What follows belongs to an exercise in optimizing a design on an open flow for small area; a production flow would make more cautious choices. Where RTL was checked, it was by simulation tests only, not by an equivalence proof against the original. Only the layout flow was run in runs 1 and 3; the RTL was not checked for function there.

<file path="config.mk">
export PLATFORM = sky130hd
export DESIGN_NAME = tnr_blend_top
export DESIGN_NICKNAME = tnr_blend_top
export VERILOG_FILES = /design/flow/design.v
export SDC_FILE = /design/flow/constraint.sdc
export NUM_CORES = 4
export LEC_CHECK = 0
export CAP_MARGIN = 20
export CORE_MARGIN = 2
export CORE_UTILIZATION = 60
export CTS_BUF_LIST = sky130_fd_sc_hd__clkbuf_8
export GPL_TIMING_DRIVEN = 0
export SLEW_MARGIN = 20
export SYNTH_HIERARCHICAL = 1
</file>
<file path="constraint.sdc">
create_clock -name core_clock -period 5.0 [get_ports {clk}]
set_input_delay 1.0000 -clock core_clock [delete_from_list [all_inputs] [get_ports {clk}]]
set_output_delay 1.0000 -clock core_clock [all_outputs]
set_load 0.01 [all_outputs]
</file>
<file path="design.v">
`timescale 1ns/1ps
`default_nettype none
module tnr_front (
    input  logic [11:0] cur,
    input  logic [11:0] prev,
    input  logic [8:0]  blend_th0,
    input  logic [8:0]  blend_th1,
    output logic [11:0] base,
    output logic [9:0]  tm,
    output logic [8:0]  r,
    output logic [8:0]  dv
);
    wire [12:0] t    = {1'b0, cur} - {1'b0, prev};
    wire        s    = t[12];
    wire [8:0]  d9   = s ? 9'(-t[8:0]) : t[8:0];
    wire        big  = s ? !(&t[11:9] && |t[8:0]) : |t[11:9];
    wire [9:0]  n_x  = {1'b0, d9} - {1'b0, blend_th0};
    wire [9:0]  d_x  = {1'b0, d9} - {1'b0, blend_th1};
    wire        blend     = !big && !n_x[9] && d_x[9];
    wire        take_prev = !big && (n_x[9] || d_x[9]);
    wire [11:0] f_base = take_prev ? prev : cur;
    wire [9:0]  f_tm   = blend ? t[9:0] : 10'd0;
    wire [8:0]  f_r    = n_x[8:0];
    wire [8:0]  f_dv   = 9'(blend_th1 - blend_th0);
    assign base = f_base;
    assign tm   = f_tm;
    assign r    = ~f_r;
    assign dv   = f_dv;
endmodule
module tnr_step (
    input  logic [8:0] r,
    input  logic [8:0] dv,
    output logic [8:0] rn,
    output logic       q
);
    wire [9:0] s0_an = {r, 1'b1};
    wire [9:0] s0_a = ~s0_an;
    wire [9:0] s0_d = {1'b0, dv};
    wire [9:0] s0_g = ~s0_a & s0_d;
    wire [9:0] s0_pp = ~s0_a | s0_d;
    wire s0_r1 = s0_g[1] | (s0_pp[1] & s0_g[0]);
    wire s0_r2 = s0_g[2] | (s0_pp[2] & s0_r1);
    wire s0_r3 = s0_g[3] | (s0_pp[3] & s0_r2);
    wire s0_r4 = s0_g[4] | (s0_pp[4] & s0_r3);
    wire s0_h0_1g = s0_g[6] | (s0_pp[6] & s0_g[5]);
    wire s0_h0_1p = s0_pp[6] & s0_pp[5];
    wire s0_h0_3g = s0_g[8] | (s0_pp[8] & s0_g[7]);
    wire s0_h0_3p = s0_pp[8] & s0_pp[7];
    wire s0_h1_2g = s0_g[7] | (s0_pp[7] & s0_h0_1g);
    wire s0_h1_2p = s0_pp[7] & s0_h0_1p;
    wire s0_h1_3g = s0_h0_3g | (s0_h0_3p & s0_h0_1g);
    wire s0_h1_3p = s0_h0_3p & s0_h0_1p;
    wire s0_h2_4g = s0_g[9] | (s0_pp[9] & s0_h1_3g);
    wire s0_h2_4p = s0_pp[9] & s0_h1_3p;
    wire s0_c5 = s0_g[5] | (s0_pp[5] & s0_r4);
    wire s0_c6 = s0_h0_1g | (s0_h0_1p & s0_r4);
    wire s0_c7 = s0_h1_2g | (s0_h1_2p & s0_r4);
    wire s0_c8 = s0_h1_3g | (s0_h1_3p & s0_r4);
    wire s0_c9 = s0_h2_4g | (s0_h2_4p & s0_r4);
    wire [9:0] s0_GF = {s0_c9, s0_c8, s0_c7, s0_c6, s0_c5, s0_r4, s0_r3, s0_r2, s0_r1, s0_g[0]};
    wire [9:0] s0_bin = {s0_GF[8:0], 1'b0};
    assign q = ~s0_GF[9];
    assign rn = s0_an[8:0] ^ ({9{q}} & (s0_d[8:0] ^ s0_bin[8:0]));
endmodule
module tnr_qstep (
    input  logic [8:0] r,
    input  logic [8:0] dv,
    output logic       q
);
    wire [9:0] s0_an = {r, 1'b1};
    wire [9:0] s0_a = ~s0_an;
    wire [9:0] s0_d = {1'b0, dv};
    wire [9:0] s0_g = ~s0_a & s0_d;
    wire [9:0] s0_pp = ~s0_a | s0_d;
    wire s0_r1 = s0_g[1] | (s0_pp[1] & s0_g[0]);
    wire s0_r2 = s0_g[2] | (s0_pp[2] & s0_r1);
    wire s0_r3 = s0_g[3] | (s0_pp[3] & s0_r2);
    wire s0_r4 = s0_g[4] | (s0_pp[4] & s0_r3);
    wire s0_h0_1g = s0_g[6] | (s0_pp[6] & s0_g[5]);
    wire s0_h0_1p = s0_pp[6] & s0_pp[5];
    wire s0_h0_3g = s0_g[8] | (s0_pp[8] & s0_g[7]);
    wire s0_h0_3p = s0_pp[8] & s0_pp[7];
    wire s0_h1_2g = s0_g[7] | (s0_pp[7] & s0_h0_1g);
    wire s0_h1_2p = s0_pp[7] & s0_h0_1p;
    wire s0_h1_3g = s0_h0_3g | (s0_h0_3p & s0_h0_1g);
    wire s0_h1_3p = s0_h0_3p & s0_h0_1p;
    wire s0_h2_4g = s0_g[9] | (s0_pp[9] & s0_h1_3g);
    wire s0_h2_4p = s0_pp[9] & s0_h1_3p;
    wire s0_c5 = s0_g[5] | (s0_pp[5] & s0_r4);
    wire s0_c6 = s0_h0_1g | (s0_h0_1p & s0_r4);
    wire s0_c7 = s0_h1_2g | (s0_h1_2p & s0_r4);
    wire s0_c8 = s0_h1_3g | (s0_h1_3p & s0_r4);
    wire s0_c9 = s0_h2_4g | (s0_h2_4p & s0_r4);
    wire [9:0] s0_GF = {s0_c9, s0_c8, s0_c7, s0_c6, s0_c5, s0_r4, s0_r3, s0_r2, s0_r1, s0_g[0]};
    wire [9:0] s0_bin = {s0_GF[8:0], 1'b0};
    assign q = ~s0_GF[9];
endmodule
module tnr_mix (
    input  logic [7:0]  q,
    input  logic [9:0]  tm,
    input  logic [11:0] base,
    output logic [11:0] o
);
    wire pp_0_0 = q[0] & tm[0];
    wire pp_0_1 = q[0] & tm[1];
    wire pp_0_2 = q[0] & tm[2];
    wire pp_0_3 = q[0] & tm[3];
    wire pp_0_4 = q[0] & tm[4];
    wire pp_0_5 = q[0] & tm[5];
    wire pp_0_6 = q[0] & tm[6];
    wire pp_0_7 = q[0] & tm[7];
    wire pp_0_8 = q[0] & tm[8];
    wire ppn_0 = ~(q[0] & tm[9]);
    wire pp_1_0 = q[1] & tm[0];
    wire pp_1_1 = q[1] & tm[1];
    wire pp_1_2 = q[1] & tm[2];
    wire pp_1_3 = q[1] & tm[3];
    wire pp_1_4 = q[1] & tm[4];
    wire pp_1_5 = q[1] & tm[5];
    wire pp_1_6 = q[1] & tm[6];
    wire pp_1_7 = q[1] & tm[7];
    wire pp_1_8 = q[1] & tm[8];
    wire ppn_1 = ~(q[1] & tm[9]);
    wire pp_2_0 = q[2] & tm[0];
    wire pp_2_1 = q[2] & tm[1];
    wire pp_2_2 = q[2] & tm[2];
    wire pp_2_3 = q[2] & tm[3];
    wire pp_2_4 = q[2] & tm[4];
    wire pp_2_5 = q[2] & tm[5];
    wire pp_2_6 = q[2] & tm[6];
    wire pp_2_7 = q[2] & tm[7];
    wire pp_2_8 = q[2] & tm[8];
    wire ppn_2 = ~(q[2] & tm[9]);
    wire pp_3_0 = q[3] & tm[0];
    wire pp_3_1 = q[3] & tm[1];
    wire pp_3_2 = q[3] & tm[2];
    wire pp_3_3 = q[3] & tm[3];
    wire pp_3_4 = q[3] & tm[4];
    wire pp_3_5 = q[3] & tm[5];
    wire pp_3_6 = q[3] & tm[6];
    wire pp_3_7 = q[3] & tm[7];
    wire pp_3_8 = q[3] & tm[8];
    wire ppn_3 = ~(q[3] & tm[9]);
    wire pp_4_0 = q[4] & tm[0];
    wire pp_4_1 = q[4] & tm[1];
    wire pp_4_2 = q[4] & tm[2];
    wire pp_4_3 = q[4] & tm[3];
    wire pp_4_4 = q[4] & tm[4];
    wire pp_4_5 = q[4] & tm[5];
    wire pp_4_6 = q[4] & tm[6];
    wire pp_4_7 = q[4] & tm[7];
    wire pp_4_8 = q[4] & tm[8];
    wire ppn_4 = ~(q[4] & tm[9]);
    wire pp_5_0 = q[5] & tm[0];
    wire pp_5_1 = q[5] & tm[1];
    wire pp_5_2 = q[5] & tm[2];
    wire pp_5_3 = q[5] & tm[3];
    wire pp_5_4 = q[5] & tm[4];
    wire pp_5_5 = q[5] & tm[5];
    wire pp_5_6 = q[5] & tm[6];
    wire pp_5_7 = q[5] & tm[7];
    wire pp_5_8 = q[5] & tm[8];
    wire ppn_5 = ~(q[5] & tm[9]);
    wire pp_6_0 = q[6] & tm[0];
    wire pp_6_1 = q[6] & tm[1];
    wire pp_6_2 = q[6] & tm[2];
    wire pp_6_3 = q[6] & tm[3];
    wire pp_6_4 = q[6] & tm[4];
    wire pp_6_5 = q[6] & tm[5];
    wire pp_6_6 = q[6] & tm[6];
    wire pp_6_7 = q[6] & tm[7];
    wire pp_6_8 = q[6] & tm[8];
    wire ppn_6 = ~(q[6] & tm[9]);
    wire pp_7_0 = q[7] & tm[0];
    wire pp_7_1 = q[7] & tm[1];
    wire pp_7_2 = q[7] & tm[2];
    wire pp_7_3 = q[7] & tm[3];
    wire pp_7_4 = q[7] & tm[4];
    wire pp_7_5 = q[7] & tm[5];
    wire pp_7_6 = q[7] & tm[6];
    wire pp_7_7 = q[7] & tm[7];
    wire pp_7_8 = q[7] & tm[8];
    wire ppn_7 = ~(q[7] & tm[9]);
    wire fb_1, fb_2;
    tnr_ha i_fb_1 (.a(ppn_0), .b(pp_1_8), .s(fb_1), .co(fb_2));
    wire fb_3, fb_4;
    tnr_ha i_fb_3 (.a(pp_0_6), .b(pp_1_5), .s(fb_3), .co(fb_4));
    wire fb_5, fb_6;
    tnr_fa i_fb_5 (.a(pp_0_7), .b(pp_1_6), .c(pp_2_5), .s(fb_5), .co(fb_6));
    wire fb_7, fb_8;
    tnr_fa i_fb_7 (.a(pp_3_4), .b(pp_4_3), .c(pp_5_2), .s(fb_7), .co(fb_8));
    wire fb_9, fb_10;
    tnr_fa i_fb_9 (.a(pp_0_8), .b(pp_1_7), .c(pp_2_6), .s(fb_9), .co(fb_10));
    wire fb_11, fb_12;
    tnr_fa i_fb_11 (.a(pp_3_5), .b(pp_4_4), .c(pp_5_3), .s(fb_11), .co(fb_12));
    wire fb_13, fb_14;
    tnr_ha i_fb_13 (.a(pp_6_2), .b(pp_7_1), .s(fb_13), .co(fb_14));
    wire fb_15, fb_16;
    tnr_fa i_fb_15 (.a(pp_2_7), .b(pp_3_6), .c(pp_4_5), .s(fb_15), .co(fb_16));
    wire fb_17, fb_18;
    tnr_fa i_fb_17 (.a(pp_5_4), .b(pp_6_3), .c(pp_7_2), .s(fb_17), .co(fb_18));
    wire fb_19, fb_20;
    tnr_fa i_fb_19 (.a(base[1]), .b(1'b1), .c(fb_1), .s(fb_19), .co(fb_20));
    wire fb_21, fb_22;
    tnr_fa i_fb_21 (.a(ppn_1), .b(pp_2_8), .c(pp_3_7), .s(fb_21), .co(fb_22));
    wire fb_23, fb_24;
    tnr_fa i_fb_23 (.a(pp_4_6), .b(pp_5_5), .c(pp_6_4), .s(fb_23), .co(fb_24));
    wire fb_25, fb_26;
    tnr_fa i_fb_25 (.a(pp_7_3), .b(base[2]), .c(fb_2), .s(fb_25), .co(fb_26));
    wire fb_27, fb_28;
    tnr_fa i_fb_27 (.a(ppn_2), .b(pp_3_8), .c(pp_4_7), .s(fb_27), .co(fb_28));
    wire fb_29, fb_30;
    tnr_fa i_fb_29 (.a(pp_5_6), .b(pp_6_5), .c(pp_7_4), .s(fb_29), .co(fb_30));
    wire fb_31, fb_32;
    tnr_fa i_fb_31 (.a(ppn_3), .b(pp_4_8), .c(pp_5_7), .s(fb_31), .co(fb_32));
    wire fb_33, fb_34;
    tnr_ha i_fb_33 (.a(pp_0_4), .b(pp_1_3), .s(fb_33), .co(fb_34));
    wire fb_35, fb_36;
    tnr_fa i_fb_35 (.a(pp_0_5), .b(pp_1_4), .c(pp_2_3), .s(fb_35), .co(fb_36));
    wire fb_37, fb_38;
    tnr_ha i_fb_37 (.a(pp_3_2), .b(pp_4_1), .s(fb_37), .co(fb_38));
    wire fb_39, fb_40;
    tnr_fa i_fb_39 (.a(pp_2_4), .b(pp_3_3), .c(pp_4_2), .s(fb_39), .co(fb_40));
    wire fb_41, fb_42;
    tnr_fa i_fb_41 (.a(pp_5_1), .b(pp_6_0), .c(fb_3), .s(fb_41), .co(fb_42));
    wire fb_43, fb_44;
    tnr_fa i_fb_43 (.a(pp_6_1), .b(pp_7_0), .c(1'b1), .s(fb_43), .co(fb_44));
    wire fb_45, fb_46;
    tnr_fa i_fb_45 (.a(fb_4), .b(fb_5), .c(fb_7), .s(fb_45), .co(fb_46));
    wire fb_47, fb_48;
    tnr_fa i_fb_47 (.a(base[0]), .b(fb_6), .c(fb_8), .s(fb_47), .co(fb_48));
    wire fb_49, fb_50;
    tnr_fa i_fb_49 (.a(fb_9), .b(fb_11), .c(fb_13), .s(fb_49), .co(fb_50));
    wire fb_51, fb_52;
    tnr_fa i_fb_51 (.a(fb_10), .b(fb_12), .c(fb_14), .s(fb_51), .co(fb_52));
    wire fb_53, fb_54;
    tnr_fa i_fb_53 (.a(fb_15), .b(fb_17), .c(fb_19), .s(fb_53), .co(fb_54));
    wire fb_55, fb_56;
    tnr_fa i_fb_55 (.a(fb_16), .b(fb_18), .c(fb_20), .s(fb_55), .co(fb_56));
    wire fb_57, fb_58;
    tnr_fa i_fb_57 (.a(fb_21), .b(fb_23), .c(fb_25), .s(fb_57), .co(fb_58));
    wire fb_59, fb_60;
    tnr_fa i_fb_59 (.a(base[3]), .b(fb_22), .c(fb_24), .s(fb_59), .co(fb_60));
    wire fb_61, fb_62;
    tnr_fa i_fb_61 (.a(fb_26), .b(fb_27), .c(fb_29), .s(fb_61), .co(fb_62));
    wire fb_63, fb_64;
    tnr_fa i_fb_63 (.a(pp_6_6), .b(pp_7_5), .c(base[4]), .s(fb_63), .co(fb_64));
    wire fb_65, fb_66;
    tnr_fa i_fb_65 (.a(fb_28), .b(fb_30), .c(fb_31), .s(fb_65), .co(fb_66));
    wire fb_67, fb_68;
    tnr_fa i_fb_67 (.a(ppn_4), .b(pp_5_8), .c(pp_6_7), .s(fb_67), .co(fb_68));
    wire fb_69, fb_70;
    tnr_fa i_fb_69 (.a(pp_7_6), .b(base[5]), .c(fb_32), .s(fb_69), .co(fb_70));
    wire fb_71, fb_72;
    tnr_fa i_fb_71 (.a(ppn_5), .b(pp_6_8), .c(pp_7_7), .s(fb_71), .co(fb_72));
    wire fb_73, fb_74;
    tnr_ha i_fb_73 (.a(pp_0_3), .b(pp_1_2), .s(fb_73), .co(fb_74));
    wire fb_75, fb_76;
    tnr_fa i_fb_75 (.a(pp_2_2), .b(pp_3_1), .c(pp_4_0), .s(fb_75), .co(fb_76));
    wire fb_77, fb_78;
    tnr_fa i_fb_77 (.a(pp_5_0), .b(fb_34), .c(fb_35), .s(fb_77), .co(fb_78));
    wire fb_79, fb_80;
    tnr_fa i_fb_79 (.a(fb_36), .b(fb_38), .c(fb_39), .s(fb_79), .co(fb_80));
    wire fb_81, fb_82;
    tnr_fa i_fb_81 (.a(fb_40), .b(fb_42), .c(fb_43), .s(fb_81), .co(fb_82));
    wire fb_83, fb_84;
    tnr_fa i_fb_83 (.a(fb_44), .b(fb_46), .c(fb_47), .s(fb_83), .co(fb_84));
    wire fb_85, fb_86;
    tnr_fa i_fb_85 (.a(fb_48), .b(fb_50), .c(fb_51), .s(fb_85), .co(fb_86));
    wire fb_87, fb_88;
    tnr_fa i_fb_87 (.a(fb_52), .b(fb_54), .c(fb_55), .s(fb_87), .co(fb_88));
    wire fb_89, fb_90;
    tnr_fa i_fb_89 (.a(fb_56), .b(fb_58), .c(fb_59), .s(fb_89), .co(fb_90));
    wire fb_91, fb_92;
    tnr_fa i_fb_91 (.a(fb_60), .b(fb_62), .c(fb_63), .s(fb_91), .co(fb_92));
    wire fb_93, fb_94;
    tnr_fa i_fb_93 (.a(fb_64), .b(fb_66), .c(fb_67), .s(fb_93), .co(fb_94));
    wire fb_95, fb_96;
    tnr_fa i_fb_95 (.a(base[6]), .b(fb_68), .c(fb_70), .s(fb_95), .co(fb_96));
    wire fb_97, fb_98;
    tnr_fa i_fb_97 (.a(ppn_6), .b(pp_7_8), .c(base[7]), .s(fb_97), .co(fb_98));
    wire fb_99, fb_100;
    tnr_ha i_fb_99 (.a(pp_0_2), .b(pp_1_1), .s(fb_99), .co(fb_100));
    wire fb_101, fb_102;
    tnr_fa i_fb_101 (.a(pp_2_1), .b(pp_3_0), .c(fb_73), .s(fb_101), .co(fb_102));
    wire fb_103, fb_104;
    tnr_fa i_fb_103 (.a(fb_33), .b(fb_74), .c(fb_75), .s(fb_103), .co(fb_104));
    wire fb_105, fb_106;
    tnr_fa i_fb_105 (.a(fb_37), .b(fb_76), .c(fb_77), .s(fb_105), .co(fb_106));
    wire fb_107, fb_108;
    tnr_fa i_fb_107 (.a(fb_41), .b(fb_78), .c(fb_79), .s(fb_107), .co(fb_108));
    wire fb_109, fb_110;
    tnr_fa i_fb_109 (.a(fb_45), .b(fb_80), .c(fb_81), .s(fb_109), .co(fb_110));
    wire fb_111, fb_112;
    tnr_fa i_fb_111 (.a(fb_49), .b(fb_82), .c(fb_83), .s(fb_111), .co(fb_112));
    wire fb_113, fb_114;
    tnr_fa i_fb_113 (.a(fb_53), .b(fb_84), .c(fb_85), .s(fb_113), .co(fb_114));
    wire fb_115, fb_116;
    tnr_fa i_fb_115 (.a(fb_57), .b(fb_86), .c(fb_87), .s(fb_115), .co(fb_116));
    wire fb_117, fb_118;
    tnr_fa i_fb_117 (.a(fb_61), .b(fb_88), .c(fb_89), .s(fb_117), .co(fb_118));
    wire fb_119, fb_120;
    tnr_fa i_fb_119 (.a(fb_65), .b(fb_90), .c(fb_91), .s(fb_119), .co(fb_120));
    wire fb_121, fb_122;
    tnr_fa i_fb_121 (.a(fb_69), .b(fb_92), .c(fb_93), .s(fb_121), .co(fb_122));
    wire fb_123, fb_124;
    tnr_fa i_fb_123 (.a(fb_71), .b(fb_94), .c(fb_95), .s(fb_123), .co(fb_124));
    wire fb_125, fb_126;
    tnr_fa i_fb_125 (.a(fb_72), .b(fb_96), .c(fb_97), .s(fb_125), .co(fb_126));
    wire fb_127, fb_128;
    tnr_fa i_fb_127 (.a(ppn_7), .b(base[8]), .c(fb_98), .s(fb_127), .co(fb_128));
    wire fb_129, fb_130;
    tnr_ha i_fb_129 (.a(base[9]), .b(1'b1), .s(fb_129), .co(fb_130));
    wire fb_131, fb_132;
    tnr_ha i_fb_131 (.a(base[10]), .b(1'b1), .s(fb_131), .co(fb_132));
    wire fb_133, fb_134;
    tnr_ha i_fb_133 (.a(base[11]), .b(1'b1), .s(fb_133), .co(fb_134));
    wire [19:0] fb_ra = {fb_132, fb_130, fb_128, fb_126, fb_124, fb_122, fb_120, fb_118, fb_116, fb_114, fb_112, fb_110, fb_108, fb_106, fb_104, fb_102, fb_100, pp_2_0, pp_0_1, pp_0_0};
    wire [19:0] fb_rb = {fb_133, fb_131, fb_129, fb_127, fb_125, fb_123, fb_121, fb_119, fb_117, fb_115, fb_113, fb_111, fb_109, fb_107, fb_105, fb_103, fb_101, fb_99, pp_1_0, 1'b0};
    wire [19:0] cp_a = {fb_ra[19], fb_ra[18], fb_ra[17], fb_ra[16], fb_ra[15], fb_ra[14], fb_ra[13], fb_ra[12], fb_ra[11], fb_ra[10], fb_ra[9], fb_ra[8], fb_ra[7], fb_ra[6], fb_ra[5], fb_ra[4], fb_ra[3], fb_ra[2], fb_ra[1], fb_ra[0]};
    wire [19:0] cp_b = {fb_rb[19], fb_rb[18], fb_rb[17], fb_rb[16], fb_rb[15], fb_rb[14], fb_rb[13], fb_rb[12], fb_rb[11], fb_rb[10], fb_rb[9], fb_rb[8], fb_rb[7], fb_rb[6], fb_rb[5], fb_rb[4], fb_rb[3], fb_rb[2], fb_rb[1], fb_rb[0]};
    wire [19:0] cp_g = cp_a & cp_b;
    wire [19:0] cp_x = cp_a ^ cp_b;
    wire [19:0] cp_g0 = {cp_g[19:1], cp_g[0] | (cp_x[0] & 1'b0)};
    wire cp_n1g = cp_g0[1] | (cp_x[1] & cp_g0[0]);
    wire cp_n1p = cp_x[1] & cp_x[0];
    wire cp_n2g = cp_g0[3] | (cp_x[3] & cp_g0[2]);
    wire cp_n2p = cp_x[3] & cp_x[2];
    wire cp_n3g = cp_g0[5] | (cp_x[5] & cp_g0[4]);
    wire cp_n3p = cp_x[5] & cp_x[4];
    wire cp_n4g = cp_g0[7] | (cp_x[7] & cp_g0[6]);
    wire cp_n4p = cp_x[7] & cp_x[6];
    wire cp_n5g = cp_g0[9] | (cp_x[9] & cp_g0[8]);
    wire cp_n5p = cp_x[9] & cp_x[8];
    wire cp_n6g = cp_g0[11] | (cp_x[11] & cp_g0[10]);
    wire cp_n6p = cp_x[11] & cp_x[10];
    wire cp_n7g = cp_g0[13] | (cp_x[13] & cp_g0[12]);
    wire cp_n7p = cp_x[13] & cp_x[12];
    wire cp_n8g = cp_g0[15] | (cp_x[15] & cp_g0[14]);
    wire cp_n8p = cp_x[15] & cp_x[14];
    wire cp_n9g = cp_g0[17] | (cp_x[17] & cp_g0[16]);
    wire cp_n9p = cp_x[17] & cp_x[16];
    wire cp_n10g = cp_g0[19] | (cp_x[19] & cp_g0[18]);
    wire cp_n10p = cp_x[19] & cp_x[18];
    wire cp_n11g = cp_n2g | (cp_n2p & cp_n1g);
    wire cp_n11p = cp_n2p & cp_n1p;
    wire cp_n12g = cp_n4g | (cp_n4p & cp_n3g);
    wire cp_n12p = cp_n4p & cp_n3p;
    wire cp_n13g = cp_n6g | (cp_n6p & cp_n5g);
    wire cp_n13p = cp_n6p & cp_n5p;
    wire cp_n14g = cp_n8g | (cp_n8p & cp_n7g);
    wire cp_n14p = cp_n8p & cp_n7p;
    wire cp_n15g = cp_n10g | (cp_n10p & cp_n9g);
    wire cp_n15p = cp_n10p & cp_n9p;
    wire cp_n16g = cp_n12g | (cp_n12p & cp_n11g);
    wire cp_n16p = cp_n12p & cp_n11p;
    wire cp_n17g = cp_n14g | (cp_n14p & cp_n13g);
    wire cp_n17p = cp_n14p & cp_n13p;
    wire cp_n18g = cp_n17g | (cp_n17p & cp_n16g);
    wire cp_n18p = cp_n17p & cp_n16p;
    wire cp_n19g = cp_n13g | (cp_n13p & cp_n16g);
    wire cp_n19p = cp_n13p & cp_n16p;
    wire cp_n20g = cp_n15g | (cp_n15p & cp_n18g);
    wire cp_n20p = cp_n15p & cp_n18p;
    wire cp_n21g = cp_n3g | (cp_n3p & cp_n11g);
    wire cp_n21p = cp_n3p & cp_n11p;
    wire cp_n22g = cp_n5g | (cp_n5p & cp_n16g);
    wire cp_n22p = cp_n5p & cp_n16p;
    wire cp_n23g = cp_n7g | (cp_n7p & cp_n19g);
    wire cp_n23p = cp_n7p & cp_n19p;
    wire cp_n24g = cp_n9g | (cp_n9p & cp_n18g);
    wire cp_n24p = cp_n9p & cp_n18p;
    wire cp_n25g = cp_g0[2] | (cp_x[2] & cp_n1g);
    wire cp_n25p = cp_x[2] & cp_n1p;
    wire cp_n26g = cp_g0[4] | (cp_x[4] & cp_n11g);
    wire cp_n26p = cp_x[4] & cp_n11p;
    wire cp_n27g = cp_g0[6] | (cp_x[6] & cp_n21g);
    wire cp_n27p = cp_x[6] & cp_n21p;
    wire cp_n28g = cp_g0[8] | (cp_x[8] & cp_n16g);
    wire cp_n28p = cp_x[8] & cp_n16p;
    wire cp_n29g = cp_g0[10] | (cp_x[10] & cp_n22g);
    wire cp_n29p = cp_x[10] & cp_n22p;
    wire cp_n30g = cp_g0[12] | (cp_x[12] & cp_n19g);
    wire cp_n30p = cp_x[12] & cp_n19p;
    wire cp_n31g = cp_g0[14] | (cp_x[14] & cp_n23g);
    wire cp_n31p = cp_x[14] & cp_n23p;
    wire cp_n32g = cp_g0[16] | (cp_x[16] & cp_n18g);
    wire cp_n32p = cp_x[16] & cp_n18p;
    wire cp_n33g = cp_g0[18] | (cp_x[18] & cp_n24g);
    wire cp_n33p = cp_x[18] & cp_n24p;
    wire [19:0] cp_GF = {cp_n20g, cp_n33g, cp_n24g, cp_n32g, cp_n18g, cp_n31g, cp_n23g, cp_n30g, cp_n19g, cp_n29g, cp_n22g, cp_n28g, cp_n16g, cp_n27g, cp_n21g, cp_n26g, cp_n11g, cp_n25g, cp_n1g, cp_g0[0]};
    wire [19:0] cp_cin = {cp_GF[18:0], 1'b0};
    wire [19:0] cp_s = cp_x ^ cp_cin;
    assign o = {cp_s[19], cp_s[18], cp_s[17], cp_s[16], cp_s[15], cp_s[14], cp_s[13], cp_s[12], cp_s[11], cp_s[10], cp_s[9], cp_s[8]};
endmodule
module tnr_fa (
    input  logic a,
    input  logic b,
    input  logic c,
    output logic s,
    output logic co
);
    assign s  = a ^ b ^ c;
    assign co = (a & b) | (a & c) | (b & c);
endmodule
module tnr_ha (
    input  logic a,
    input  logic b,
    output logic s,
    output logic co
);
    assign s  = a ^ b;
    assign co = a & b;
endmodule
module tnr_blend_top (
    input  logic        clk,
    input  logic        reset,
    input  logic        in_valid,
    input  logic [11:0] cur,
    input  logic [11:0] prev,
    input  logic [8:0]  blend_th0,
    input  logic [8:0]  blend_th1,
    output logic        out_valid,
    output logic [11:0] out_pixel
);
    logic [11:0] f_base;
    logic [9:0]  f_tm;
    logic [8:0]  f_r;
    logic [8:0]  f_dv;
    tnr_front i_front (
        .cur       (cur),
        .prev      (prev),
        .blend_th0 (blend_th0),
        .blend_th1 (blend_th1),
        .base      (f_base),
        .tm        (f_tm),
        .r         (f_r),
        .dv        (f_dv)
    );
    logic        c0_v;
    logic [11:0] c0_base;
    logic [9:0]  c0_tm;
    logic [8:0]  c0_r;
    logic [8:0]  c0_dv;
    always_ff @(posedge clk) begin
        if (reset) c0_v <= 1'b0;
        else       c0_v <= in_valid;
    end
    always_ff @(posedge clk) begin
        c0_base <= f_base;
        c0_tm   <= f_tm;
        c0_r    <= f_r;
        c0_dv   <= f_dv;
    end
    logic [8:0] r1;
    logic       qb1;
    tnr_step i_step1 (.r(c0_r), .dv(c0_dv), .rn(r1), .q(qb1));
    logic [8:0] r2;
    logic       qb2;
    tnr_step i_step2 (.r(r1), .dv(c0_dv), .rn(r2), .q(qb2));
    logic [8:0] r3;
    logic       qb3;
    tnr_step i_step3 (.r(r2), .dv(c0_dv), .rn(r3), .q(qb3));
    logic        c3_v;
    logic [11:0] c3_base;
    logic [9:0]  c3_tm;
    logic [8:0]  c3_r;
    logic [8:0]  c3_dv;
    logic [2:0]  c3_q;
    always_ff @(posedge clk) begin
        if (reset) c3_v <= 1'b0;
        else       c3_v <= c0_v;
    end
    always_ff @(posedge clk) begin
        c3_base <= c0_base;
        c3_tm   <= c0_tm;
        c3_r    <= r3;
        c3_dv   <= c0_dv;
        c3_q    <= {qb1, qb2, qb3};
    end
    logic [8:0] r4;
    logic       qb4;
    tnr_step i_step4 (.r(c3_r), .dv(c3_dv), .rn(r4), .q(qb4));
    logic [8:0] r5;
    logic       qb5;
    tnr_step i_step5 (.r(r4), .dv(c3_dv), .rn(r5), .q(qb5));
    logic [8:0] r6;
    logic       qb6;
    tnr_step i_step6 (.r(r5), .dv(c3_dv), .rn(r6), .q(qb6));
    logic        c6_v;
    logic [11:0] c6_base;
    logic [9:0]  c6_tm;
    logic [8:0]  c6_r;
    logic [8:0]  c6_dv;
    logic [5:0]  c6_q;
    always_ff @(posedge clk) begin
        if (reset) c6_v <= 1'b0;
        else       c6_v <= c3_v;
    end
    always_ff @(posedge clk) begin
        c6_base <= c3_base;
        c6_tm   <= c3_tm;
        c6_r    <= r6;
        c6_dv   <= c3_dv;
        c6_q    <= {c3_q[2], c3_q[1], c3_q[0], qb4, qb5, qb6};
    end
    logic [8:0] r7;
    logic       qb7;
    tnr_step i_step7 (.r(c6_r), .dv(c6_dv), .rn(r7), .q(qb7));
    logic [8:0] r8;
    logic       qb8;
    tnr_qstep i_step8 (.r(r7), .dv(c6_dv), .q(qb8));
    assign r8 = '0;
    logic        c8_v;
    logic [11:0] c8_base;
    logic [9:0]  c8_tm;
    logic [7:0]  c8_q;
    always_ff @(posedge clk) begin
        if (reset) c8_v <= 1'b0;
        else       c8_v <= c6_v;
    end
    always_ff @(posedge clk) begin
        c8_base <= c6_base;
        c8_tm   <= c6_tm;
        c8_q    <= {c6_q[5], c6_q[4], c6_q[3], c6_q[2], c6_q[1], c6_q[0], qb7, qb8};
    end
    logic [11:0] mix;
    tnr_mix i_mix (.q({c8_q[7], c8_q[6], c8_q[5], c8_q[4], c8_q[3], c8_q[2], c8_q[1], c8_q[0]}), .tm(c8_tm), .base(c8_base), .o(mix));
    always_ff @(posedge clk) begin
        if (reset) out_valid <= 1'b0;
        else       out_valid <= c8_v;
    end
    always_ff @(posedge clk) begin
        out_pixel <= mix;
    end
endmodule
`default_nettype wire
</file>
<file path="flow/run.sh">
#!/bin/bash
# The standard layout (standard.sh, all steps) with two changes:
# - the buffer placed on every input and output port is the smallest buffer,
#   sky130_fd_sc_hd__buf_1, instead of the default clkdlybuf4s50_1;
# - clock tree synthesis does not add dummy load cells to the clock tree.
# All tool output goes to standard.log in this folder; ORFS keeps its own
# per-step logs under orfs/logs/.
export BUFFER_PORTS_ARGS="-buffer_cell sky130_fd_sc_hd__buf_1"
export CTS_ARGS="-sink_clustering_enable -repair_clock_nets -buf_list sky130_fd_sc_hd__clkbuf_8 -dont_use_dummy_load"
bash standard.sh > standard.log 2>&1
status=$?
tail -n 30 standard.log
exit $status
</file>
<file path="standard.sh">
#!/bin/bash
# synth_recipe.tcl (not shown) runs the flow's synth.tcl, then flattens the netlist and writes it again
# the make line also repeats each setting of config.mk as NAME=value (left out here)
make -C /OpenROAD-flow-scripts/flow DESIGN_CONFIG=/design/flow/config.mk WORK_HOME=/design/flow/orfs CLKGATE_MAP_FILE= SYNTH_SCRIPT=/design/flow/synth_recipe.tcl "${@:-finish}"
</file>
==> out/results.txt, run 1 <==
The flow ran to the end and the layout has no timing, DRC or antenna violations. Total count of max-transition violations in the final report: 0. The run gives 11890 um2 as the summed area of non-filler cells in the final layout. The placed instances occupy a cell area of 10910 um2. The logs give 0 for the post-detailed-route DRC marker count and 1013 for the number of instances in the synthesized netlist.

The run gives 0 as the number of routed nets with antenna violations. The vertical die dimension is 135.7 um, and the worst setup skew after layout is 0.04751 ns. The critical path in this run is classified as reg -> reg.

The logs give 4 for the H-tree level count and 18780 um for the final wirelength. The tools report the number of nets in the final layout as 1305. In this run the tightest slew margin relative to its limit is 50.20%. Across the run, the number of max-cap violations was 0. The antenna diode count was 0; the average routed wire per standard cell was 13.89 um.

The count of flip-flops with a built-in enable after synthesis was 0. The die covers 18410 um2.

Compared with the post-synthesis result, the final layout area differs by 14.26%. On the critical path the largest part of the delay comes from compound AO/OA/AOI/OAI gates. TritonCTS built the clock tree. The worst setup path is captured at a flop.

The slowest stage of the critical path belongs to the cell sky130_fd_sc_hd__a221o_1. The worst stage delay on the critical path was 0.40 ns; the number of hold buffers added after cts was 0. The via count of the first global-routing pass was 6923; the final worst-path cycle share was 96.98%.

By area the synthesized netlist is led by sky130_fd_sc_hd__dfxtp_1, sky130_fd_sc_hd__fa_1, sky130_fd_sc_hd__ha_1, sky130_fd_sc_hd__xnor2_1, sky130_fd_sc_hd__xor2_1. The maximum number of pins on one net before global-route repair is 24. The critical path buffer and inverter count is 1. The clock-pin slew reported for the worst setup and hold paths after clock tree synthesis is 0.08 ns, and the maximum clock path buffer count is 2.

The tools report the data arrival time of the critical path as 5.21 ns. The critical path goes through maj3_2 -> a221oi_4 -> nor3_2 -> a221o_1 -> o211ai_4 -> nand2_2 -> xnor2_4 -> or2_4 -> a221oi_2 -> nor3_2 -> a221o_1 -> o211ai_4 -> nand2_2 -> xnor2_4 -> buf_6 -> a22o_1 -> a221oi_2 -> nor3_2 -> a221o_1 -> o211ai_4 -> and2_4 -> xor2_1. The number of buffer cells added on primary ports came out at 57. The post-synthesis cell area is 10400 um2, and the core region area is 17120 um2. The yosys synthesis warning count is 7.

After filler insertion, the fill cell instance count of the layout stands at 1361. The highest fanout seen on the critical path is 6, and the number of register bits inferred by synthesis is 176. The total CTS buffers came out at 17.

The die is 135.7 um wide. Sequential fraction of the synthesis area: 33.87%. Of the cells placed in the final design, the portion with a size suffix greater than 1 is 15.79%. The most instantiated flip-flop cell in the synthesis netlist is sky130_fd_sc_hd__dfxtp_1. The tools report the total of endpoints with negative setup slack in the final report as 0. In the final timing run, aggregate negative setup slack is 0 ns. For this run, the detailed router's first-pass iteration total came to 5.

For this design the top-level I/O count stands at 58. Setup repair after global routing could not meet its margin everywhere. Once detailed placement completed, the half-perimeter wirelength came to 13720 um. The upper clock frequency limit was 206.2 MHz.

The total global routing track utilization came out at 21.42%. The first global-routing pass estimated 31550 um of wire. The initial antenna violation count was 0; the share of the synthesized area in the top cell type was 33.87%. For the pin with the worst max-slew slack, the measured transition is 0.7460 ns.

The placer congestion estimate is 0.7901, and the initial core utilization is 60.78%. Each instance of the synthesized netlist takes up on average 10.27 um2. The most numerous cell in the Yosys netlist is sky130_fd_sc_hd__dfxtp_1. For this run, asynchronously set or reset flops after synthesis account for 0%.

The run gives 0.47 ns as the insertion delay of the later-clocked pin in the worst-skew pair. For the final hold violation count, the log shows 0. Counting instances in the post-synthesis netlist gives the leading cell types as sky130_fd_sc_hd__dfxtp_1, sky130_fd_sc_hd__and2_1, sky130_fd_sc_hd__xnor2_1. Dividing the detail-routed via count by the number of cells gives 5.334.

The clock period minus worst slack works out to 4.849 ns. In this run, the number of DRC markers left after iteration 0 of detailed routing was 254. Root buffer selected by CTS: sky130_fd_sc_hd__clkbuf_8. The TritonCTS sink count was 176; the number of core rows was 48.

The worst setup path is launched from a flop. The largest total area in the synthesized netlist belongs to sky130_fd_sc_hd__dfxtp_1. Summing over every cut layer, the via total after detailed routing is 7212.

The netlist uses 62 different library cells. STA puts the critical path data required time at 5.36 ns. In the final layout, flip-flops and latches occupy 3558 um2. Type of the tightest min-delay check: reg -> reg. The area of combinational cells with multiple inputs is 7116 um2. For this run the aggregate overflow at the end of global routing stands at 0.
## modules after synthesis (local to each module, per instance), excerpt
| module | area, um2 | times used |
|---|---|---|
| tnr_blend_top | 3555 | 1 |
| tnr_fa | 20.02 | 57 |
| tnr_front | 1841 | 1 |
| tnr_ha | 12.51 | 10 |
| tnr_mix | 1091 | 1 |
| tnr_qstep | 120.1 | 1 |
## flip-flops by register name (all words and copies together) (netlist names), 10 cells and up
register,flops
c8_base,12
c3_tm,10
out_pixel,12
c3_base,12
c0_tm,10
c8_tm,10
c0_base,12
c6_tm,10
c6_base,12
## cells by family after synthesis
group,after synthesis,synth area share [%]
AO/OA/AOI/OAI,198,13.84
XOR/XNOR,131,11.03
adder cells (fa/ha/maj),159,23.30
buffers and inverters,58,2.201
flip-flops,176,33.87
multiplexers,15,1.600
other,1,0.03604
AND/OR/NAND/NOR,275,14.13
## layout by cell type, fill, tap and decap left out, types with 9 or more instances in the layout
master and instances:
sky130_fd_sc_hd__maj3_1 19, sky130_fd_sc_hd__xnor2_2 12, sky130_fd_sc_hd__dfxtp_1 164, sky130_fd_sc_hd__buf_1 57, sky130_fd_sc_hd__clkbuf_8 17, sky130_fd_sc_hd__xnor2_1 52, sky130_fd_sc_hd__inv_1 55, sky130_fd_sc_hd__nand2_1 59
sky130_fd_sc_hd__o21ai_1 9, sky130_fd_sc_hd__maj3_2 9, sky130_fd_sc_hd__a21o_1 12, sky130_fd_sc_hd__nor2_1 49, sky130_fd_sc_hd__buf_4 29, sky130_fd_sc_hd__a31oi_1 10, sky130_fd_sc_hd__xor2_1 57, sky130_fd_sc_hd__a211oi_1 9
sky130_fd_sc_hd__o21ai_0 20, sky130_fd_sc_hd__a22o_1 14, sky130_fd_sc_hd__or2_2 11, sky130_fd_sc_hd__fa_1 66, sky130_fd_sc_hd__nor3_1 11, sky130_fd_sc_hd__mux2_2 13, sky130_fd_sc_hd__and2_1 68, sky130_fd_sc_hd__o21a_1 15
sky130_fd_sc_hd__nor2b_1 17, sky130_fd_sc_hd__ha_1 65, sky130_fd_sc_hd__a21oi_1 48
## cell type report
cell class,instances,share of cell area (%)
Inverter,55,1.737
Buffer,3,0.2210
Sequential cell,176,29.93
Clock buffer,17,1.968
Tap cell,225,2.368
Timing Repair Buffer,89,3.915
Multi-Input combinational cell,787,59.86
## final timing paths
path                                        from  depth (start not counted)         endpoint  slack, ns
worst max-delay path            c0_dv[1]$_DFF_P_                         22  c3_r[3]$_DFF_P_       0.15
worst min-delay path             c6_q[3]$_DFF_P_                          0  c8_q[5]$_DFF_P_       0.31
worst max register to register  c0_dv[1]$_DFF_P_                         22  c3_r[3]$_DFF_P_       0.15
worst min register to register   c6_q[3]$_DFF_P_                          0  c8_q[5]$_DFF_P_       0.31
## layer usage
layer / track usage [%] / part of all wire (%) / vias to the layer above / wire length [um]
met5: 0 / 0 / - / 0
met4: 7.176 / 1.6 / 0 / 294
met3: 3.629 / 2.8 / 22 / 517
met2: 36.92 / 50 / 112 / 9429
met1: 27.30 / 45 / 3374 / 8538
li1: - / - / 3704 / -
## repair_timing
item                                   4_1_cts  5_1_grt
cloned                                       2        2
setup endpoints to repair                   26       32
endpoints found under the hold margin        0        0
buffers inserted                            11       21
resized for setup                           27       61
pin swaps                                   10       37
## per-stage QoR
step | hold WS (ns) | util (%) | instances | setup slack [ns]
global route | 0.3049 | 69.45 | 1352 | -0.1288
detailed placement | 0.3121 | 63.76 | 1299 | -0.5682
floorplan | 0.3096 | - | 1017 | 0.2375
finish | 0.3079 | 69.45 | 1352 | 0.1510
CTS | 0.3101 | 66.50 | 1329 | 0.009658
global placement | 0.3101 | 63.76 | 1299 | -0.5617
==> inputs of run 2 (changes only) <==
--- a/design.v
+++ b/design.v
@@ -40,22 +40,31 @@
     wire [9:0] s0_pp = ~s0_a | s0_d;
-    wire s0_r1 = s0_g[1] | (s0_pp[1] & s0_g[0]);
-    wire s0_r2 = s0_g[2] | (s0_pp[2] & s0_r1);
-    wire s0_r3 = s0_g[3] | (s0_pp[3] & s0_r2);
-    wire s0_r4 = s0_g[4] | (s0_pp[4] & s0_r3);
-    wire s0_h0_1g = s0_g[6] | (s0_pp[6] & s0_g[5]);
-    wire s0_h0_1p = s0_pp[6] & s0_pp[5];
-    wire s0_h0_3g = s0_g[8] | (s0_pp[8] & s0_g[7]);
-    wire s0_h0_3p = s0_pp[8] & s0_pp[7];
-    wire s0_h1_2g = s0_g[7] | (s0_pp[7] & s0_h0_1g);
-    wire s0_h1_2p = s0_pp[7] & s0_h0_1p;
-    wire s0_h1_3g = s0_h0_3g | (s0_h0_3p & s0_h0_1g);
-    wire s0_h1_3p = s0_h0_3p & s0_h0_1p;
-    wire s0_h2_4g = s0_g[9] | (s0_pp[9] & s0_h1_3g);
-    wire s0_h2_4p = s0_pp[9] & s0_h1_3p;
-    wire s0_c5 = s0_g[5] | (s0_pp[5] & s0_r4);
-    wire s0_c6 = s0_h0_1g | (s0_h0_1p & s0_r4);
-    wire s0_c7 = s0_h1_2g | (s0_h1_2p & s0_r4);
-    wire s0_c8 = s0_h1_3g | (s0_h1_3p & s0_r4);
-    wire s0_c9 = s0_h2_4g | (s0_h2_4p & s0_r4);
-    wire [9:0] s0_GF = {s0_c9, s0_c8, s0_c7, s0_c6, s0_c5, s0_r4, s0_r3, s0_r2, s0_r1, s0_g[0]};
+    wire s0_n1g = s0_g[1] | (s0_pp[1] & s0_g[0]);
+    wire s0_n1p = s0_pp[1] & s0_pp[0];
+    wire s0_n2g = s0_g[3] | (s0_pp[3] & s0_g[2]);
+    wire s0_n2p = s0_pp[3] & s0_pp[2];
+    wire s0_n3g = s0_g[5] | (s0_pp[5] & s0_g[4]);
+    wire s0_n3p = s0_pp[5] & s0_pp[4];
+    wire s0_n4g = s0_g[7] | (s0_pp[7] & s0_g[6]);
+    wire s0_n4p = s0_pp[7] & s0_pp[6];
+    wire s0_n5g = s0_g[9] | (s0_pp[9] & s0_g[8]);
+    wire s0_n5p = s0_pp[9] & s0_pp[8];
+    wire s0_n6g = s0_n2g | (s0_n2p & s0_n1g);
+    wire s0_n6p = s0_n2p & s0_n1p;
+    wire s0_n7g = s0_n4g | (s0_n4p & s0_n3g);
+    wire s0_n7p = s0_n4p & s0_n3p;
+    wire s0_n8g = s0_n7g | (s0_n7p & s0_n6g);
+    wire s0_n8p = s0_n7p & s0_n6p;
+    wire s0_n9g = s0_n3g | (s0_n3p & s0_n6g);
+    wire s0_n9p = s0_n3p & s0_n6p;
+    wire s0_n10g = s0_n5g | (s0_n5p & s0_n8g);
+    wire s0_n10p = s0_n5p & s0_n8p;
+    wire s0_n11g = s0_g[2] | (s0_pp[2] & s0_n1g);
+    wire s0_n11p = s0_pp[2] & s0_n1p;
+    wire s0_n12g = s0_g[4] | (s0_pp[4] & s0_n6g);
+    wire s0_n12p = s0_pp[4] & s0_n6p;
+    wire s0_n13g = s0_g[6] | (s0_pp[6] & s0_n9g);
+    wire s0_n13p = s0_pp[6] & s0_n9p;
+    wire s0_n14g = s0_g[8] | (s0_pp[8] & s0_n8g);
+    wire s0_n14p = s0_pp[8] & s0_n8p;
+    wire [9:0] s0_GF = {s0_n10g, s0_n14g, s0_n8g, s0_n13g, s0_n9g, s0_n12g, s0_n6g, s0_n11g, s0_n1g, s0_g[0]};
     wire [9:0] s0_bin = {s0_GF[8:0], 1'b0};
@@ -74,22 +83,31 @@
     wire [9:0] s0_pp = ~s0_a | s0_d;
-    wire s0_r1 = s0_g[1] | (s0_pp[1] & s0_g[0]);
-    wire s0_r2 = s0_g[2] | (s0_pp[2] & s0_r1);
-    wire s0_r3 = s0_g[3] | (s0_pp[3] & s0_r2);
-    wire s0_r4 = s0_g[4] | (s0_pp[4] & s0_r3);
-    wire s0_h0_1g = s0_g[6] | (s0_pp[6] & s0_g[5]);
-    wire s0_h0_1p = s0_pp[6] & s0_pp[5];
-    wire s0_h0_3g = s0_g[8] | (s0_pp[8] & s0_g[7]);
-    wire s0_h0_3p = s0_pp[8] & s0_pp[7];
-    wire s0_h1_2g = s0_g[7] | (s0_pp[7] & s0_h0_1g);
-    wire s0_h1_2p = s0_pp[7] & s0_h0_1p;
-    wire s0_h1_3g = s0_h0_3g | (s0_h0_3p & s0_h0_1g);
-    wire s0_h1_3p = s0_h0_3p & s0_h0_1p;
-    wire s0_h2_4g = s0_g[9] | (s0_pp[9] & s0_h1_3g);
-    wire s0_h2_4p = s0_pp[9] & s0_h1_3p;
-    wire s0_c5 = s0_g[5] | (s0_pp[5] & s0_r4);
-    wire s0_c6 = s0_h0_1g | (s0_h0_1p & s0_r4);
-    wire s0_c7 = s0_h1_2g | (s0_h1_2p & s0_r4);
-    wire s0_c8 = s0_h1_3g | (s0_h1_3p & s0_r4);
-    wire s0_c9 = s0_h2_4g | (s0_h2_4p & s0_r4);
-    wire [9:0] s0_GF = {s0_c9, s0_c8, s0_c7, s0_c6, s0_c5, s0_r4, s0_r3, s0_r2, s0_r1, s0_g[0]};
+    wire s0_n1g = s0_g[1] | (s0_pp[1] & s0_g[0]);
+    wire s0_n1p = s0_pp[1] & s0_pp[0];
+    wire s0_n2g = s0_g[3] | (s0_pp[3] & s0_g[2]);
+    wire s0_n2p = s0_pp[3] & s0_pp[2];
+    wire s0_n3g = s0_g[5] | (s0_pp[5] & s0_g[4]);
+    wire s0_n3p = s0_pp[5] & s0_pp[4];
+    wire s0_n4g = s0_g[7] | (s0_pp[7] & s0_g[6]);
+    wire s0_n4p = s0_pp[7] & s0_pp[6];
+    wire s0_n5g = s0_g[9] | (s0_pp[9] & s0_g[8]);
+    wire s0_n5p = s0_pp[9] & s0_pp[8];
+    wire s0_n6g = s0_n2g | (s0_n2p & s0_n1g);
+    wire s0_n6p = s0_n2p & s0_n1p;
+    wire s0_n7g = s0_n4g | (s0_n4p & s0_n3g);
+    wire s0_n7p = s0_n4p & s0_n3p;
+    wire s0_n8g = s0_n7g | (s0_n7p & s0_n6g);
+    wire s0_n8p = s0_n7p & s0_n6p;
+    wire s0_n9g = s0_n3g | (s0_n3p & s0_n6g);
+    wire s0_n9p = s0_n3p & s0_n6p;
+    wire s0_n10g = s0_n5g | (s0_n5p & s0_n8g);
+    wire s0_n10p = s0_n5p & s0_n8p;
+    wire s0_n11g = s0_g[2] | (s0_pp[2] & s0_n1g);
+    wire s0_n11p = s0_pp[2] & s0_n1p;
+    wire s0_n12g = s0_g[4] | (s0_pp[4] & s0_n6g);
+    wire s0_n12p = s0_pp[4] & s0_n6p;
+    wire s0_n13g = s0_g[6] | (s0_pp[6] & s0_n9g);
+    wire s0_n13p = s0_pp[6] & s0_n9p;
+    wire s0_n14g = s0_g[8] | (s0_pp[8] & s0_n8g);
+    wire s0_n14p = s0_pp[8] & s0_n8p;
+    wire [9:0] s0_GF = {s0_n10g, s0_n14g, s0_n8g, s0_n13g, s0_n9g, s0_n12g, s0_n6g, s0_n11g, s0_n1g, s0_g[0]};
     wire [9:0] s0_bin = {s0_GF[8:0], 1'b0};
==> out/results.txt, run 2 <==
In the post-synthesis netlist, the biggest area contributors are sky130_fd_sc_hd__dfxtp_1, sky130_fd_sc_hd__fa_1, sky130_fd_sc_hd__ha_1, sky130_fd_sc_hd__xor2_1, sky130_fd_sc_hd__xnor2_1. The flow ran to the end and the layout has no timing, DRC or antenna violations. The insertion delay of the later-clocked pin in the worst-skew pair was 0.43 ns. After global routing the overflow that remains totals 0. Maximum number of pins on one net before global-route repair: 23. The maximum clock path buffer count is 2. The logs give 14800 um for the estimated wirelength of the detail-placed design and 10700 um2 for the post-synthesis cell area.

Traced cell by cell, the critical path runs through buf_1 -> inv_1 -> ha_1 -> inv_1 -> fa_1 -> a211oi_2 -> o21ai_1 -> a31oi_4 -> o21ai_4 -> mux2_2 -> ha_1 -> nor2b_1 -> o21ai_0 -> a21oi_1 -> o21ai_1 -> a21oi_1 -> a31o_2 -> a21oi_2 -> buf_4 -> mux2_2. The number of top-level pins came out at 58. The core region area was 17360 um2.

The via count of the first global-routing pass was 6992; the mean post-synth cell area was 9.798 um2. In this run the most critical hold path is launched from c3_base[3]$_DFF_P_.

The worst register-to-register path begins at c3_dv[0]$_DFF_P_. The worst relative slew slack was 60.57%. The highest fanout seen on the critical path was 10; the utilization after layout was 67.39%. The number of maximum-capacitance constraint violations was 0; the width of the chip was 137.5 um. The via density per instance is 5.330. The tools report the capturing element type of the critical path as a flop. Average routed wire per standard cell: 13.33 um.

After clock tree synthesis, the clock-pin slew on the worst setup and hold paths is 0.09 ns. Most numerous cell in the Yosys netlist: sky130_fd_sc_hd__dfxtp_1. TritonCTS created 17 clock buffers. The slew of the pin with the lowest slew margin works out to 0.5907 ns.

Timing would allow up to 209.1 MHz. The worst register-to-register path has a depth of 18. The total global routing track utilization is 20.96%, and the area growth from synthesis to layout is 9.333%.

The congestion estimate from routability-driven global placement came to 0.8516. For the worst setup path, the data required time is 5.31 ns. The type of the tightest min-delay check was reg -> reg. The worst register-to-register path ends at c6_r[8]$_DFF_P_. Yosys printed 7 warnings.

The total count of max-transition violations in the final report was 0. The cell count of the worst hold path is 0, and the worst stage delay on the critical path is 0.44 ns. On the critical path, the stage with the largest delay is an instance of sky130_fd_sc_hd__fa_1.

For the post-detailed-route DRC marker count, the log shows 0. The initial antenna violation count is 1. The count of buffers added on input and output ports is 57.

Adding up every negative setup slack in the final design gives 0 ns. Final hold violation count: 0. TritonCTS built the clock tree.

Worst setup path category: in -> reg. The worst register-to-register path has a setup slack of 0.31 ns. The initial core utilization was 61.64%. The fraction of final layout cells sized beyond drive strength 1 came out at 11.51%. Most instantiated flip-flop cell in the synthesis netlist: sky130_fd_sc_hd__dfxtp_1. The vertical die dimension was 137.5 um. In this run the remaining antenna-violating nets after routing total 0. For the number of nets in the final layout, the log shows 1351. Cell type contributing the most total cell area after synthesis: sky130_fd_sc_hd__dfxtp_1.

The first global-routing pass estimated 31480 um of wire. The share of the synthesized area in the top cell type is 32.93%, and the number of instances in the synthesized netlist is 1092. In the layout the commonest cells are sky130_fd_sc_hd__dfxtp_1, sky130_fd_sc_hd__nor2_1, sky130_fd_sc_hd__xor2_1, sky130_fd_sc_hd__and2_1, sky130_fd_sc_hd__fa_1. For the number of hold buffers added after cts, the log shows 0.

Setup violations remaining at the end of the flow were counted as 0. In this run the worst setup path begins at cur[0]. In this run the core area contains 48 standard-cell rows. The count of flip-flops with a built-in enable after synthesis was 0; the clock period minus worst slack was 4.783 ns.

For the final database, setup skew stands at 0.02879 ns. After synthesis, flip-flops and latches occupy 32.93% of the total area. The worst setup path is launched from an input port. Leaving out fill and tap cells, the most frequent cell in the layout is sky130_fd_sc_hd__dfxtp_1. For this design, the sink count on the clock tree is 176. For the worst setup path, the data arrival time is 5.09 ns.

After layout, the worst path uses 95.67% of the clock period. The async set-reset flop share out of synthesis was 0%; the number of register bits inferred by synthesis was 176. The antenna diode count is 0, and the area enclosed by the die boundary is 18920 um2. By count the netlist is led by sky130_fd_sc_hd__dfxtp_1, sky130_fd_sc_hd__nor2_1, sky130_fd_sc_hd__xor2_1. The final wirelength came out at 18640 um. The tree is rooted in a sky130_fd_sc_hd__clkbuf_8. The initial detailed-routing violation count is 326. The run gives 4 as the H-tree level count. The path with the worst hold slack has its endpoint at c6_base[3]$_DFF_P_. The tools report the number of iterations in the first detailed-routing pass as 4. The minimum setup slack after placement was -0.4992 ns; the number of vias in the routed layout was 7452. Setup slack on the critical path of the routed design comes to 0.2167 ns.

For the count of different cell masters after synthesis, the log shows 60.
==> run 2: cell types whose count changed in the layout (fill, tap and decap cells not counted), moves of 9 or more <==
cell	previous run	this run
sky130_fd_sc_hd__a22o_1	14	1
sky130_fd_sc_hd__buf_4	29	4
sky130_fd_sc_hd__maj3_1	19	7
sky130_fd_sc_hd__nor2_1	49	106
sky130_fd_sc_hd__nor2_2	0	10
sky130_fd_sc_hd__o2111ai_1	3	20
sky130_fd_sc_hd__o21a_1	15	6
sky130_fd_sc_hd__o21ai_0	20	48
sky130_fd_sc_hd__xnor2_2	12	0
sky130_fd_sc_hd__xor2_1	57	70
==> run 2: kinds of logic after synthesis <==
family / count (synthesis) / synth area share [%]
simple gates: 329 / 15.65
compound gates: 214 / 14.00
flops: 176 / 32.93
fa+ha+maj: 145 / 21.34
xor+xnor: 138 / 11.30
buf+inv: 67 / 2.456
mux: 22 / 2.292
other cells: 1 / 0.03505
==> run 2: per-module statistics from Yosys, one instance, submodules excluded <==
module / flip-flops and latches / copies in the design / cells inside
tnr_fa: 0 / 57 / 1
tnr_mix: 0 / 1 / 147
tnr_blend_top: 176 / 1 / 181
tnr_ha: 0 / 10 / 1
tnr_step: 0 / 7 / 61
tnr_qstep: 0 / 1 / 20
tnr_front: 0 / 1 / 250
==> run 2: stage by stage <==
stage	hold slack (ns)	cells	area, um2
floorplan	0.3096	1096	10710
global placement	0.3100	1378	11210
detailed placement	0.3121	1378	11210
CTS	0.3111	1395	11450
global route	0.3201	1398	11700
finish	0.3084	1398	11700
==> run 2: worst max-delay path: cells and delay by family <==
family | cells | cell delay, ns
AO/OA/AOI/OAI | 10 | 1.98
adder cells (fa/ha/maj) | 3 | 0.87
buffers and inverters | 4 | 0.41
multiplexers | 2 | 0.72
AND/OR/NAND/NOR | 1 | 0.12
==> run 2: routing by layer <==
metal | wire, um | GRT usage (%) | part of all wire [%] | vias up
met1 | 8389 | 26.23 | 45 | 3442
met5 | 0 | 0 | 0 | -
met3 | 675 | 4.010 | 3.6 | 22
met2 | 9304 | 36.93 | 50 | 112
met4 | 268 | 5.785 | 1.4 | 0
li1 | - | - | - | 3876
==> run 2: repair_timing <==
item / 4_1_cts / 5_1_grt
setup buffers: 0 / 3
pin swaps: 0 / 9
setup endpoints to repair: 8 / 31
gates resized for setup: 5 / 49
==> run 2: area by class of cell <==
| type | count | area [um2] |
|---|---|---|
| Buffer | 3 | 22.52 |
| Clock buffer | 17 | 234.0 |
| Fill cell | 1438 | 5659 |
| Inverter | 64 | 240.2 |
| Multi-Input combinational cell | 853 | 7153 |
| Sequential cell | 176 | 3530 |
| Tap cell | 225 | 281.5 |
| Timing Repair Buffer | 60 | 236.5 |
==> run 2: how the worst max path moves through the flow <==
stage	endpoint	slack, ns	depth (start not counted)
6_report	c0_base[1]$_DFF_P_	0.22	20
3_5_place_dp	c0_base[1]$_DFF_P_	-0.50	20
5_1_grt	c6_r[8]$_DFF_P_	-0.05	18
2_1_floorplan	c0_base[10]$_DFF_P_	0.24	19
4_1_cts	c3_r[8]$_DFF_P_	0.06	18
3_3_place_gp	c0_base[1]$_DFF_P_	-0.43	20
==> inputs of run 3 (changes only) <==
--- a/design.v
+++ b/design.v
@@ -504,28 +504,28 @@
     tnr_step i_step5 (.r(r4), .dv(c3_dv), .rn(r5), .q(qb5));
-    logic [8:0] r6;
-    logic       qb6;
-    tnr_step i_step6 (.r(r5), .dv(c3_dv), .rn(r6), .q(qb6));
-    logic        c6_v;
-    logic [11:0] c6_base;
-    logic [9:0]  c6_tm;
-    logic [8:0]  c6_r;
-    logic [8:0]  c6_dv;
-    logic [5:0]  c6_q;
+    logic        c5_v;
+    logic [11:0] c5_base;
+    logic [9:0]  c5_tm;
+    logic [8:0]  c5_r;
+    logic [8:0]  c5_dv;
+    logic [4:0]  c5_q;
     always_ff @(posedge clk) begin
-        if (reset) c6_v <= 1'b0;
-        else       c6_v <= c3_v;
+        if (reset) c5_v <= 1'b0;
+        else       c5_v <= c3_v;
     end
     always_ff @(posedge clk) begin
-        c6_base <= c3_base;
-        c6_tm   <= c3_tm;
-        c6_r    <= r6;
-        c6_dv   <= c3_dv;
-        c6_q    <= {c3_q[2], c3_q[1], c3_q[0], qb4, qb5, qb6};
+        c5_base <= c3_base;
+        c5_tm   <= c3_tm;
+        c5_r    <= r5;
+        c5_dv   <= c3_dv;
+        c5_q    <= {c3_q[2], c3_q[1], c3_q[0], qb4, qb5};
     end
+    logic [8:0] r6;
+    logic       qb6;
+    tnr_step i_step6 (.r(c5_r), .dv(c5_dv), .rn(r6), .q(qb6));
     logic [8:0] r7;
     logic       qb7;
-    tnr_step i_step7 (.r(c6_r), .dv(c6_dv), .rn(r7), .q(qb7));
+    tnr_step i_step7 (.r(r6), .dv(c5_dv), .rn(r7), .q(qb7));
     logic [8:0] r8;
     logic       qb8;
-    tnr_qstep i_step8 (.r(r7), .dv(c6_dv), .q(qb8));
+    tnr_qstep i_step8 (.r(r7), .dv(c5_dv), .q(qb8));
     assign r8 = '0;
@@ -537,8 +537,8 @@
         if (reset) c8_v <= 1'b0;
-        else       c8_v <= c6_v;
+        else       c8_v <= c5_v;
     end
     always_ff @(posedge clk) begin
-        c8_base <= c6_base;
-        c8_tm   <= c6_tm;
-        c8_q    <= {c6_q[5], c6_q[4], c6_q[3], c6_q[2], c6_q[1], c6_q[0], qb7, qb8};
+        c8_base <= c5_base;
+        c8_tm   <= c5_tm;
+        c8_q    <= {c5_q[4], c5_q[3], c5_q[2], c5_q[1], c5_q[0], qb6, qb7, qb8};
     end
==> out/results.txt, run 3 <==
The run finished with no timing, DRC or antenna violations. The maximum number of pins on one net before global-route repair is 23, and the maximum clock path buffer count is 2. After detailed routing, the number of vias per cell comes to 5.321.

The run gives 11190 um2 as the area after detailed placement. For the worst-skew pair, the clock arrives at the later sink with an insertion delay of 0.46 ns. Setup repair after global routing could not meet its margin everywhere.

TritonCTS built the clock tree. The tree is rooted in a sky130_fd_sc_hd__clkbuf_8. Counting every sink on the clock net gives 175.

For the met2 usage in global routing, the log shows 37.20%. For this run, the number of Yosys warnings is 7. The post-route netlist has 9.548% of its cells at a drive strength greater than 1. The endpoint of the lowest-slack register-to-register path was c3_r[0]$_DFF_P_. The worst setup skew after layout is 0.03783 ns, and the total CTS buffers is 17.

In this run the worst hold path is classified as reg -> reg. The highest fanout seen on the critical path was 10; the sequential fraction of the synthesis area was 32.81%. For met1 alone, demand over resource in global routing was 25.69%. The initial detailed-routing violation count came out at 270. Synthesis inferred 175 register bits.

The number of buffer cells added on primary ports is 57, and the final instance count without filler cells is 1398. The final route contains 7439 vias. Sorting the synthesized cells by area gives the leading types as sky130_fd_sc_hd__dfxtp_1, sky130_fd_sc_hd__fa_1, sky130_fd_sc_hd__ha_1, sky130_fd_sc_hd__xor2_1, sky130_fd_sc_hd__xnor2_1.

The most instantiated flip-flop cell in the synthesis netlist was sky130_fd_sc_hd__dfxtp_1. By count the netlist is led by sky130_fd_sc_hd__dfxtp_1, sky130_fd_sc_hd__nor2_1, sky130_fd_sc_hd__xor2_1. sky130_fd_sc_hd__dfxtp_1 is the most common cell in the netlist. Width of the chip: 137.4 um.

The final hold violation count was 0. The clock period minus worst slack is 4.849 ns, and the core region area is 17360 um2. The summed area of non-filler cells in the final layout was 11580 um2; the mean post-synth cell area was 9.788 um2. Timing would allow up to 206.2 MHz. Data arrives at the worst endpoint at 5.15 ns. For the post-synthesis cell area, the log shows 10680 um2. In the routed design, unresolved DRC markers number 0. The final worst-path cycle share is 96.98%.

At the pin with the least slew margin, the transition time is 0.5546 ns. After global routing, the most crowded layer is met2. The clock-pin slew reported for the worst setup and hold paths after clock tree synthesis came out at 0.08 ns.
run 3: cell types whose count changed after synthesis, sizes merged:
cell   previous run  this run
dfxtp           176       175
run 3: worst max path at each step:
stage,to,slack (ns),cells after the start
floorplan,c0_base[10]$_DFF_P_,0.24,19
global placement,c0_base[1]$_DFF_P_,-0.43,20
detailed placement,c0_base[1]$_DFF_P_,-0.46,20
CTS,c0_base[1]$_DFF_P_,0.003,20
global route,c3_r[4]$_DFF_P_,-0.05,19
finish,c0_base[1]$_DFF_P_,0.15,20
run 3: per-module statistics from Yosys (local to each module, per instance):
| module | flip-flops and latches | times used | cells inside | area [um2] |
|---|---|---|---|---|
| tnr_step | 0 | 7 | 61 | 405.4 |
| tnr_mix | 0 | 1 | 147 | 1091 |
| tnr_fa | 0 | 57 | 1 | 20.02 |
| tnr_blend_top | 175 | 1 | 180 | 3535 |
| tnr_qstep | 0 | 1 | 20 | 108.9 |
| tnr_ha | 0 | 10 | 1 | 12.51 |
| tnr_front | 0 | 1 | 250 | 1841 |
run 3: layout make-up:
| class | instances | area, um2 |
|---|---|---|
| multi-input cells | 853 | 7051 |
| clock buffers | 17 | 234.0 |
| flip-flops and latches | 175 | 3506 |
| repair buffers | 61 | 244.0 |
| plain buffers | 3 | 26.28 |
| fillers | 1445 | 5774 |
| inverters | 64 | 240.2 |
| well taps | 225 | 281.5 |
run 3: timing repair:
action,CTS,global route
endpoints found under the setup margin,8,20
pin swaps,0,4
gates resized for setup,2,25
setup buffers,0,4
gates cloned,0,0
endpoints found under the hold margin,0,0
run 3: worst max-delay path, stage by stage:
cell and delay [ns]:
sky130_fd_sc_hd__buf_1 0.08, sky130_fd_sc_hd__inv_1 0.05, sky130_fd_sc_hd__ha_1 0.15, sky130_fd_sc_hd__inv_1 0.05, sky130_fd_sc_hd__fa_1 0.44, sky130_fd_sc_hd__a211oi_2 0.26, sky130_fd_sc_hd__o21ai_1 0.12, sky130_fd_sc_hd__a31oi_2 0.35
sky130_fd_sc_hd__o21ai_4 0.15, sky130_fd_sc_hd__mux2_2 0.33, sky130_fd_sc_hd__ha_1 0.27, sky130_fd_sc_hd__nor2b_1 0.12, sky130_fd_sc_hd__o21ai_0 0.22, sky130_fd_sc_hd__a21oi_1 0.12, sky130_fd_sc_hd__o21ai_1 0.19, sky130_fd_sc_hd__a21oi_1 0.13
sky130_fd_sc_hd__a31o_2 0.30, sky130_fd_sc_hd__a21oi_2 0.24, sky130_fd_sc_hd__buf_6 0.18, sky130_fd_sc_hd__mux2_2 0.39
run 3: kinds of logic after synthesis:
family / Yosys count / share of synthesized area (%)
other: 1 / 0.03512
and+or+nand+nor: 329 / 15.68
xor gates and xnor gates: 138 / 11.32
muxes: 22 / 2.296
DFF: 175 / 32.81
AOI/OAI and AO/OA: 214 / 14.02
buffers and inverters: 67 / 2.460
adders and majority gates: 145 / 21.38
run 3: per-stage QoR:
| step | setup TNS (ns) | setup slack (ns) |
|---|---|---|
| detailed placement | -4.990 | -0.4580 |
| CTS | 0 | 0.002842 |
| finish | 0 | 0.1510 |
| global route | -0.3887 | -0.05197 |
| floorplan | 0 | 0.2375 |
| global placement | -4.642 | -0.4346 |
run 3: per-layer routing:
metal / part of all wire [%] / vias up
met3: 2.8 / 14
met4: 0.98 / 0
met1: 46 / 3453
met2: 50 / 90
met5: 0 / -
li1: - / 3882

-- what the ideal ports hide --
How much do the figures lean on ideal ports? The routed layouts below were timed once more, with nothing changed but the port constraints. Step 1, drivers: a clkbuf_16 drives clk and a buf_2 each remaining input, both assumed. Step 2 moves the port delays by t, midway between the first and last clock arrival at a register: inputs arrive t later, outputs are due t later. That takes back most of the time a late clock gives input paths. Slacks: ideal ports / drivers / drivers and shift; pairs: ideal ports / drivers.
run | t, ns | setup WS [ns] | hold slack, ns | worst setup path after step 2 | clock arrival spread, ns
run 1 | 0.483 | 0.151 / 0.151 / -0.183 | 0.308 / 0.308 / 0.308 | input to register | 0.057 / 0.056
run 2 | 0.476 | 0.217 / 0.234 / -0.242 | 0.308 / 0.308 / 0.308 | input to register | 0.067 / 0.066
run 3 | 0.471 | 0.151 / 0.169 / -0.302 | 0.319 / 0.319 / 0.319 | input to register | 0.060 / 0.059
Met with ideal ports but missed after step 2: setup timing in every run listed. For run 2, which loses most, drivers alone change the setup slack by +0.017 ns; drivers and shift together by -0.459 ns.
